What follows belongs to an exercise in optimizing a design on an open flow for small area; a production flow would make more cautious choices.
Where RTL was checked, it was by simulation tests only, not by an equivalence proof against the original.
Power figures rest on the tool's default switching activity, not on a simulated workload.

## video_frontend
module video_frontend (
    input  logic         PCLK_i,
    input  logic         rst_n_i,
    input  logic [7:0]   r_i,
    input  logic [7:0]   g_i,
    input  logic [7:0]   b_i,
    input  logic         hs_i,
    input  logic         vs_i,
    input  logic         hsync_pol_i,
    input  logic         vsync_pol_i,
    input  logic         csc_enable_i,
    input  logic         csc_std_i,
    input  logic [11:0]  h_total_i,
    input  logic [11:0]  h_active_i,
    input  logic [11:0]  h_synclen_i,
    input  logic [11:0]  h_backporch_i,
    input  logic [10:0]  v_active_i,
    input  logic [10:0]  v_synclen_i,
    input  logic [10:0]  v_backporch_i,
    output logic [7:0]   r_o,
    output logic [7:0]   g_o,
    output logic [7:0]   b_o,
    output logic         hsync_o,
    output logic         vsync_o,
    output logic         de_o,
    output logic [10:0]  xpos_o,
    output logic [10:0]  ypos_o,
    output logic [10:0]  lines_total_o,
    output logic         frame_change_o
);
For scale: ~1500 cells after synthesis, roughly 290 flip-flops, ~170 I/O pins, about 15000 sq um of cells after synthesis.
==> module sync_timing_decode, before the edit <==
module sync_timing_decode (
    input  logic        PCLK_i,
    input  logic        rst_n_i,
    input  logic        hs_i,
    input  logic        vs_i,
    input  logic        hsync_pol_i,
    input  logic        vsync_pol_i,
    input  logic [11:0] h_synclen_i,
    input  logic [11:0] h_backporch_i,
    input  logic [11:0] h_active_i,
    input  logic [10:0] v_synclen_i,
    input  logic [10:0] v_backporch_i,
    input  logic [10:0] v_active_i,
    output logic        hsync_o,
    output logic        vsync_o,
    output logic        de_o,
    output logic [10:0] xpos_o,
    output logic [10:0] ypos_o,
    output logic        frame_change_o,
    output logic [10:0] lines_total_o
);
    logic [11:0] h_cnt;
    logic [10:0] v_cnt;
    logic        hs_np_q;
    logic        vs_np_q;
    logic        vs_pending;
    logic [4:0]  hsync_sr;
    logic [4:0]  vsync_sr;
    logic [4:0]  de_sr;
    logic [10:0] xpos_sr [5];
    logic [10:0] ypos_sr [5];
    wire hs_np       = hs_i ^ ~hsync_pol_i;
    wire vs_np       = vs_i ^ ~vsync_pol_i;
    wire line_start  = hs_np_q & ~hs_np;
    wire vs_fall     = vs_np_q & ~vs_np;
    wire frame_start = line_start & vs_pending;
    wire [11:0] h_inc = h_cnt + 12'd1;
    wire [10:0] v_inc = v_cnt + 11'd1;
    wire [11:0] h_start = h_synclen_i + h_backporch_i;
    wire [12:0] h_diff  = {1'b0, h_cnt} - {1'b0, h_start};
    wire [12:0] h_endc  = {1'b0, h_start} + {1'b0, h_active_i};
    wire        h_in    = ~h_diff[12] & ~h_endc[12] & (h_diff[11:0] < h_active_i);
    wire [10:0] v_start = v_synclen_i + v_backporch_i;
    wire [11:0] v_diff  = {1'b0, v_cnt} - {1'b0, v_start};
    wire [11:0] v_endc  = {1'b0, v_start} + {1'b0, v_active_i};
    wire        v_in    = ~v_diff[11] & ~v_endc[11] & (v_diff[10:0] < v_active_i);
    always_ff @(posedge PCLK_i or negedge rst_n_i) begin
        if (!rst_n_i) begin
            hs_np_q        <= 1'b0;
            vs_np_q        <= 1'b0;
            vs_pending     <= 1'b0;
            h_cnt          <= '0;
            v_cnt          <= '0;
            hsync_sr       <= '1;
            vsync_sr       <= '1;
            de_sr          <= '0;
            frame_change_o <= 1'b0;
            lines_total_o  <= '0;
        end else begin
            hs_np_q        <= hs_np;
            vs_np_q        <= vs_np;
            frame_change_o <= frame_start;
            vs_pending     <= vs_fall | (vs_pending & ~frame_start);
            hsync_sr[4:1]  <= hsync_sr[3:0];
            vsync_sr[4:1]  <= vsync_sr[3:0];
            de_sr          <= {de_sr[3:0], h_in & v_in};
            if (line_start) begin
                h_cnt       <= '0;
                hsync_sr[0] <= 1'b0;
                if (vs_pending) begin
                    v_cnt         <= 11'd1;
                    lines_total_o <= v_cnt;
                    vsync_sr[0]   <= 1'b0;
                end else begin
                    v_cnt <= v_inc;
                    if (v_inc == v_synclen_i)
                        vsync_sr[0] <= 1'b1;
                end
            end else begin
                h_cnt <= h_inc;
                if (h_inc == h_synclen_i)
                    hsync_sr[0] <= 1'b1;
            end
        end
    end
    always_ff @(posedge PCLK_i) begin
        xpos_sr[0] <= h_diff[10:0];
        ypos_sr[0] <= v_diff[10:0];
        for (int i = 1; i < 5; i++) begin
            xpos_sr[i] <= xpos_sr[i-1];
            ypos_sr[i] <= ypos_sr[i-1];
        end
    end
    assign hsync_o = hsync_sr[4];
    assign vsync_o = vsync_sr[4];
    assign de_o    = de_sr[4];
    assign xpos_o  = xpos_sr[4];
    assign ypos_o  = ypos_sr[4];
endmodule
clock: 6.0 ns
lec_check: 0
cap_margin: 20
core_margin: 2
core_utilization: 40
gpl_timing_driven: 0
slew_margin: 20
standard.sh (not shown) runs the stock make flow with config.mk's settings and CLKGATE_MAP_FILE= SYNTH_SCRIPT=/design/flow/synth_recipe.tcl, a recipe that flattens the netlist after the stock synthesis.
==> flow/flow/run.sh <==
#!/bin/bash
# The standard layout (the standard.sh: standard synthesis, floorplan, power grid,
# placement, CTS, routing) with two changes: the port buffers are the smallest buffer
# cell, and clock tree synthesis uses its own buffer list and sink clusters, without
# dummy loads. Each tool's output is in orfs/logs, make's in make.log.
set -euo pipefail
bash standard.sh \
  "BUFFER_PORTS_ARGS=-buffer_cell sky130_fd_sc_hd__buf_1" \
  "CTS_ARGS=-sink_clustering_enable -repair_clock_nets -dont_use_dummy_load -buf_list sky130_fd_sc_hd__clkbuf_8 -sink_clustering_size 16 -sink_clustering_max_diameter 60" \
  finish > make.log 2>&1
Rerun with:
--- a/flow/design.v
+++ b/flow/design.v
@@ -46,14 +46,32 @@
     wire frame_start = line_start & vs_pending;
     wire [11:0] h_inc = h_cnt + 12'd1;
     wire [10:0] v_inc = v_cnt + 11'd1;
+    function automatic logic carry12(input logic [11:0] a, input logic [11:0] b, input logic cin);
+        logic c;
+        c = cin;
+        for (int i = 0; i < 12; i++)
+            c = (a[i] & b[i]) | (c & (a[i] | b[i]));
+        carry12 = c;
+    endfunction
+    function automatic logic [12:0] add12(input logic [11:0] a, input logic [11:0] b, input logic cin);
+        logic c;
+        c = cin;
+        for (int i = 0; i < 12; i++) begin
+            add12[i] = a[i] ^ b[i] ^ c;
+            c = (a[i] & b[i]) | (c & (a[i] ^ b[i]));
+        end
+        add12[12] = c;
+    endfunction
     wire [11:0] h_start = h_synclen_i + h_backporch_i;
-    wire [12:0] h_diff  = {1'b0, h_cnt} - {1'b0, h_start};
+    wire [12:0] h_diff_c = add12(h_cnt, ~h_start, 1'b1);
+    wire [12:0] h_diff  = {~h_diff_c[12], h_diff_c[11:0]};
     wire [12:0] h_endc  = {1'b0, h_start} + {1'b0, h_active_i};
-    wire        h_in    = ~h_diff[12] & ~h_endc[12] & (h_diff[11:0] < h_active_i);
+    wire        h_in    = ~h_diff[12] & ~carry12(h_start, h_active_i, 1'b0) & ~carry12(h_diff[11:0], ~h_active_i, 1'b1);
     wire [10:0] v_start = v_synclen_i + v_backporch_i;
-    wire [11:0] v_diff  = {1'b0, v_cnt} - {1'b0, v_start};
+    wire [12:0] v_diff_c = add12({1'b0, v_cnt}, {1'b1, ~v_start}, 1'b1);
+    wire [11:0] v_diff  = {v_diff_c[11], v_diff_c[10:0]};
     wire [11:0] v_endc  = {1'b0, v_start} + {1'b0, v_active_i};
-    wire        v_in    = ~v_diff[11] & ~v_endc[11] & (v_diff[10:0] < v_active_i);
+    wire        v_in    = ~v_diff[11] & ~carry12({1'b0, v_start}, {1'b0, v_active_i}, 1'b0) & ~carry12({1'b0, v_diff[10:0]}, {1'b1, ~v_active_i}, 1'b1);
     always_ff @(posedge PCLK_i or negedge rst_n_i) begin
         if (!rst_n_i) begin
             hs_np_q        <= 1'b0;
=>
- With this change the flow finished but failed the layout checks on setup timing
- sequential power is about the same
- final cell count goes down by 10%
- core utilization shrinks by 0.49 points
- hold slack loses 0.021 ns
- clock-buffer cell count does not change
- synthesized cell count decreases by 11%
- area after synthesis came out lower by 7.0%
- sequential share of layout area went up by 2.8 points
- cell area decreases by 7.3%
- worst setup slack gets worse by 0.49 ns
- maximum frequency decreases by 7.7%
- die area goes down by 6.9%
- clock power falls by about 2%
Function not checked in the second run of this note: the RTL went through the layout flow alone.

video_frontend, a different RTL version from the one above (not shown whole).
Size: about 1400 cells after synthesis, ~290 flip-flops.
==> module sync_timing_decode, before the edit <==
module sync_timing_decode (
    input  logic        PCLK_i,
    input  logic        rst_n_i,
    input  logic        hs_i,
    input  logic        vs_i,
    input  logic        hsync_pol_i,
    input  logic        vsync_pol_i,
    input  logic [11:0] h_synclen_i,
    input  logic [11:0] h_backporch_i,
    input  logic [11:0] h_active_i,
    input  logic [10:0] v_synclen_i,
    input  logic [10:0] v_backporch_i,
    input  logic [10:0] v_active_i,
    output logic        hsync_o,
    output logic        vsync_o,
    output logic        de_o,
    output logic [10:0] xpos_o,
    output logic [10:0] ypos_o,
    output logic        frame_change_o,
    output logic [10:0] lines_total_o
);
    logic [11:0] h_cnt;
    logic [10:0] v_cnt;
    logic        hs_np_q;
    logic        vs_np_q;
    logic        vs_pending;
    logic [4:0]  hsync_sr;
    logic [4:0]  vsync_sr;
    logic [4:0]  de_sr;
    logic [10:0] xpos_sr [5];
    logic [10:0] ypos_sr [5];
    wire hs_np       = hs_i ^ ~hsync_pol_i;
    wire vs_np       = vs_i ^ ~vsync_pol_i;
    wire line_start  = hs_np_q & ~hs_np;
    wire vs_fall     = vs_np_q & ~vs_np;
    wire frame_start = line_start & vs_pending;
    wire [11:0] h_inc = h_cnt + 12'd1;
    wire [10:0] v_inc = v_cnt + 11'd1;
    function automatic logic carry12(input logic [11:0] a, input logic [11:0] b, input logic cin);
        logic c;
        c = cin;
        for (int i = 0; i < 12; i++)
            c = (a[i] & b[i]) | (c & (a[i] | b[i]));
        carry12 = c;
    endfunction
    function automatic logic carry13(input logic [12:0] a, input logic [12:0] b, input logic cin);
        logic c;
        c = cin;
        for (int i = 0; i < 13; i++)
            c = (a[i] & b[i]) | (c & (a[i] | b[i]));
        carry13 = c;
    endfunction
    function automatic logic [12:0] add12(input logic [11:0] a, input logic [11:0] b, input logic cin);
        logic c;
        c = cin;
        for (int i = 0; i < 12; i++) begin
            add12[i] = a[i] ^ b[i] ^ c;
            c = (a[i] & b[i]) | (c & (a[i] ^ b[i]));
        end
        add12[12] = c;
    endfunction
    wire [11:0] h_start = h_synclen_i + h_backporch_i;
    wire [12:0] h_diff_c = add12(h_cnt, ~h_start, 1'b1);
    wire [12:0] h_diff  = {~h_diff_c[12], h_diff_c[11:0]};
    wire [12:0] h_endc  = {1'b0, h_start} + {1'b0, h_active_i};
    wire [12:0] h_csa_u = {1'b0, h_cnt ^ ~h_start ^ ~h_active_i};
    wire [12:0] h_csa_v = {(h_cnt & ~h_start) | (~h_active_i & (h_cnt ^ ~h_start)), 1'b1};
    wire        h_in    = carry12(h_cnt, ~h_start, 1'b1) & ~carry12(h_start, h_active_i, 1'b0)
                        & ~carry13(h_csa_u, h_csa_v, 1'b1);
    wire [10:0] v_start = v_synclen_i + v_backporch_i;
    wire [12:0] v_diff_c = add12({1'b0, v_cnt}, {1'b1, ~v_start}, 1'b1);
    wire [11:0] v_diff  = {v_diff_c[11], v_diff_c[10:0]};
    wire [11:0] v_endc  = {1'b0, v_start} + {1'b0, v_active_i};
    wire [11:0] v_csa_u = {1'b0, v_cnt ^ ~v_start ^ ~v_active_i};
    wire [11:0] v_csa_v = {(v_cnt & ~v_start) | (~v_active_i & (v_cnt ^ ~v_start)), 1'b1};
    wire        v_in    = carry12({1'b0, v_cnt}, {1'b1, ~v_start}, 1'b1) & ~carry12({1'b0, v_start}, {1'b0, v_active_i}, 1'b0)
                        & ~carry12(v_csa_u, v_csa_v, 1'b1);
    always_ff @(posedge PCLK_i or negedge rst_n_i) begin
        if (!rst_n_i) begin
            hs_np_q        <= 1'b0;
            vs_np_q        <= 1'b0;
            vs_pending     <= 1'b0;
            h_cnt          <= '0;
            v_cnt          <= '0;
            hsync_sr       <= '1;
            vsync_sr       <= '1;
            de_sr          <= '0;
            frame_change_o <= 1'b0;
            lines_total_o  <= '0;
        end else begin
            hs_np_q        <= hs_np;
            vs_np_q        <= vs_np;
            frame_change_o <= frame_start;
            vs_pending     <= vs_fall | (vs_pending & ~frame_start);
            hsync_sr[4:1]  <= hsync_sr[3:0];
            vsync_sr[4:1]  <= vsync_sr[3:0];
            de_sr          <= {de_sr[3:0], h_in & v_in};
            if (line_start) begin
                h_cnt       <= '0;
                hsync_sr[0] <= 1'b0;
                if (vs_pending) begin
                    v_cnt         <= 11'd1;
                    lines_total_o <= v_cnt;
                    vsync_sr[0]   <= 1'b0;
                end else begin
                    v_cnt <= v_inc;
                    if (v_inc == v_synclen_i)
                        vsync_sr[0] <= 1'b1;
                end
            end else begin
                h_cnt <= h_inc;
                if (h_inc == h_synclen_i)
                    hsync_sr[0] <= 1'b1;
            end
        end
    end
    always_ff @(posedge PCLK_i) begin
        xpos_sr[0] <= h_diff[10:0];
        ypos_sr[0] <= v_diff[10:0];
        for (int i = 1; i < 5; i++) begin
            xpos_sr[i] <= xpos_sr[i-1];
            ypos_sr[i] <= ypos_sr[i-1];
        end
    end
    assign hsync_o = hsync_sr[4];
    assign vsync_o = vsync_sr[4];
    assign de_o    = de_sr[4];
    assign xpos_o  = xpos_sr[4];
    assign ypos_o  = ypos_sr[4];
endmodule
export LEC_CHECK = 0
export CAP_MARGIN = 20
export CORE_MARGIN = 2
export CORE_UTILIZATION = 40
export GPL_TIMING_DRIVEN = 0
export SLEW_MARGIN = 20
create_clock -name core_clock -period 6.0 [get_ports {PCLK_i}]
Scripts as last shown in full above: flow/flow/run.sh
Rerun with:
--- a/flow/design.v
+++ b/flow/design.v
@@ -54,36 +54,12 @@
         carry12 = c;
     endfunction
-    function automatic logic carry13(input logic [12:0] a, input logic [12:0] b, input logic cin);
-        logic c;
-        c = cin;
-        for (int i = 0; i < 13; i++)
-            c = (a[i] & b[i]) | (c & (a[i] | b[i]));
-        carry13 = c;
-    endfunction
-    function automatic logic [12:0] add12(input logic [11:0] a, input logic [11:0] b, input logic cin);
-        logic c;
-        c = cin;
-        for (int i = 0; i < 12; i++) begin
-            add12[i] = a[i] ^ b[i] ^ c;
-            c = (a[i] & b[i]) | (c & (a[i] ^ b[i]));
-        end
-        add12[12] = c;
-    endfunction
     wire [11:0] h_start = h_synclen_i + h_backporch_i;
-    wire [12:0] h_diff_c = add12(h_cnt, ~h_start, 1'b1);
-    wire [12:0] h_diff  = {~h_diff_c[12], h_diff_c[11:0]};
+    wire [12:0] h_diff  = {1'b0, h_cnt} - {1'b0, h_start};
     wire [12:0] h_endc  = {1'b0, h_start} + {1'b0, h_active_i};
-    wire [12:0] h_csa_u = {1'b0, h_cnt ^ ~h_start ^ ~h_active_i};
-    wire [12:0] h_csa_v = {(h_cnt & ~h_start) | (~h_active_i & (h_cnt ^ ~h_start)), 1'b1};
-    wire        h_in    = carry12(h_cnt, ~h_start, 1'b1) & ~carry12(h_start, h_active_i, 1'b0)
-                        & ~carry13(h_csa_u, h_csa_v, 1'b1);
+    wire        h_in    = ~h_diff[12] & ~carry12(h_start, h_active_i, 1'b0) & ~carry12(h_diff[11:0], ~h_active_i, 1'b1);
     wire [10:0] v_start = v_synclen_i + v_backporch_i;
-    wire [12:0] v_diff_c = add12({1'b0, v_cnt}, {1'b1, ~v_start}, 1'b1);
-    wire [11:0] v_diff  = {v_diff_c[11], v_diff_c[10:0]};
+    wire [11:0] v_diff  = {1'b0, v_cnt} - {1'b0, v_start};
     wire [11:0] v_endc  = {1'b0, v_start} + {1'b0, v_active_i};
-    wire [11:0] v_csa_u = {1'b0, v_cnt ^ ~v_start ^ ~v_active_i};
-    wire [11:0] v_csa_v = {(v_cnt & ~v_start) | (~v_active_i & (v_cnt ^ ~v_start)), 1'b1};
-    wire        v_in    = carry12({1'b0, v_cnt}, {1'b1, ~v_start}, 1'b1) & ~carry12({1'b0, v_start}, {1'b0, v_active_i}, 1'b0)
-                        & ~carry12(v_csa_u, v_csa_v, 1'b1);
+    wire        v_in    = ~v_diff[11] & ~carry12({1'b0, v_start}, {1'b0, v_active_i}, 1'b0) & ~carry12({1'b0, v_diff[10:0]}, {1'b1, ~v_active_i}, 1'b1);
     always_ff @(posedge PCLK_i or negedge rst_n_i) begin
         if (!rst_n_i) begin
Via count shrinks by 1.2%.
Total power shrinks by 1.6%.
Combinational power is about the same.
Global-route usage barely changes.
Utilization grows by 0.44 points.
Setup slack is worse by 0.018 ns.
Clock skew shrinks by 0.011 ns.
Flip-flop and latch count does not change.
Synthesized area shrinks by 3.8%.
Final area shrinks by 3.7%.
Die area shrinks by 3.7%.
Wire length shrinks by 3.4%.
Cell count shrinks by 3.5%.
For the first run of this note, only the layout was checked, not whether the RTL still works.

[afterwards: timing with drivers on the ports]
Ports are ideal in the flow. The routed layouts listed here were re-timed in OpenROAD.
Step 1 sets driving cells, clkbuf_16 on the clock port and buf_2 on the other inputs (assumed; they add their load-dependent delay and slew).
Step 2, shift: input delay + t, output delay - t, t = (earliest + latest rising clock arrival at the registers) / 2. This alone moves slack from input paths to output paths.
Slacks: ideal ports / drivers / drivers and shift; pairs: ideal ports / drivers.
run	t, ns	setup slack, ns	worst data-port slew with drivers (ns)
the first run of note 1	0.629	0.111 / 0.140 / -0.489	0.11
the second run of note 1	0.600	-0.379 / -0.375 / -0.975	0.09
the first run of note 2	0.616	0.208 / 0.208 / -0.188	0.06
the second run of note 2	0.606	0.189 / 0.189 / 0.189	0.06
Met with ideal ports but missed after step 2: setup timing in the first run of note 1 and the first run of note 2. The setup slack of the first run of note 1, which loses most, moves by +0.029 ns with the drivers and by -0.600 ns with both steps.
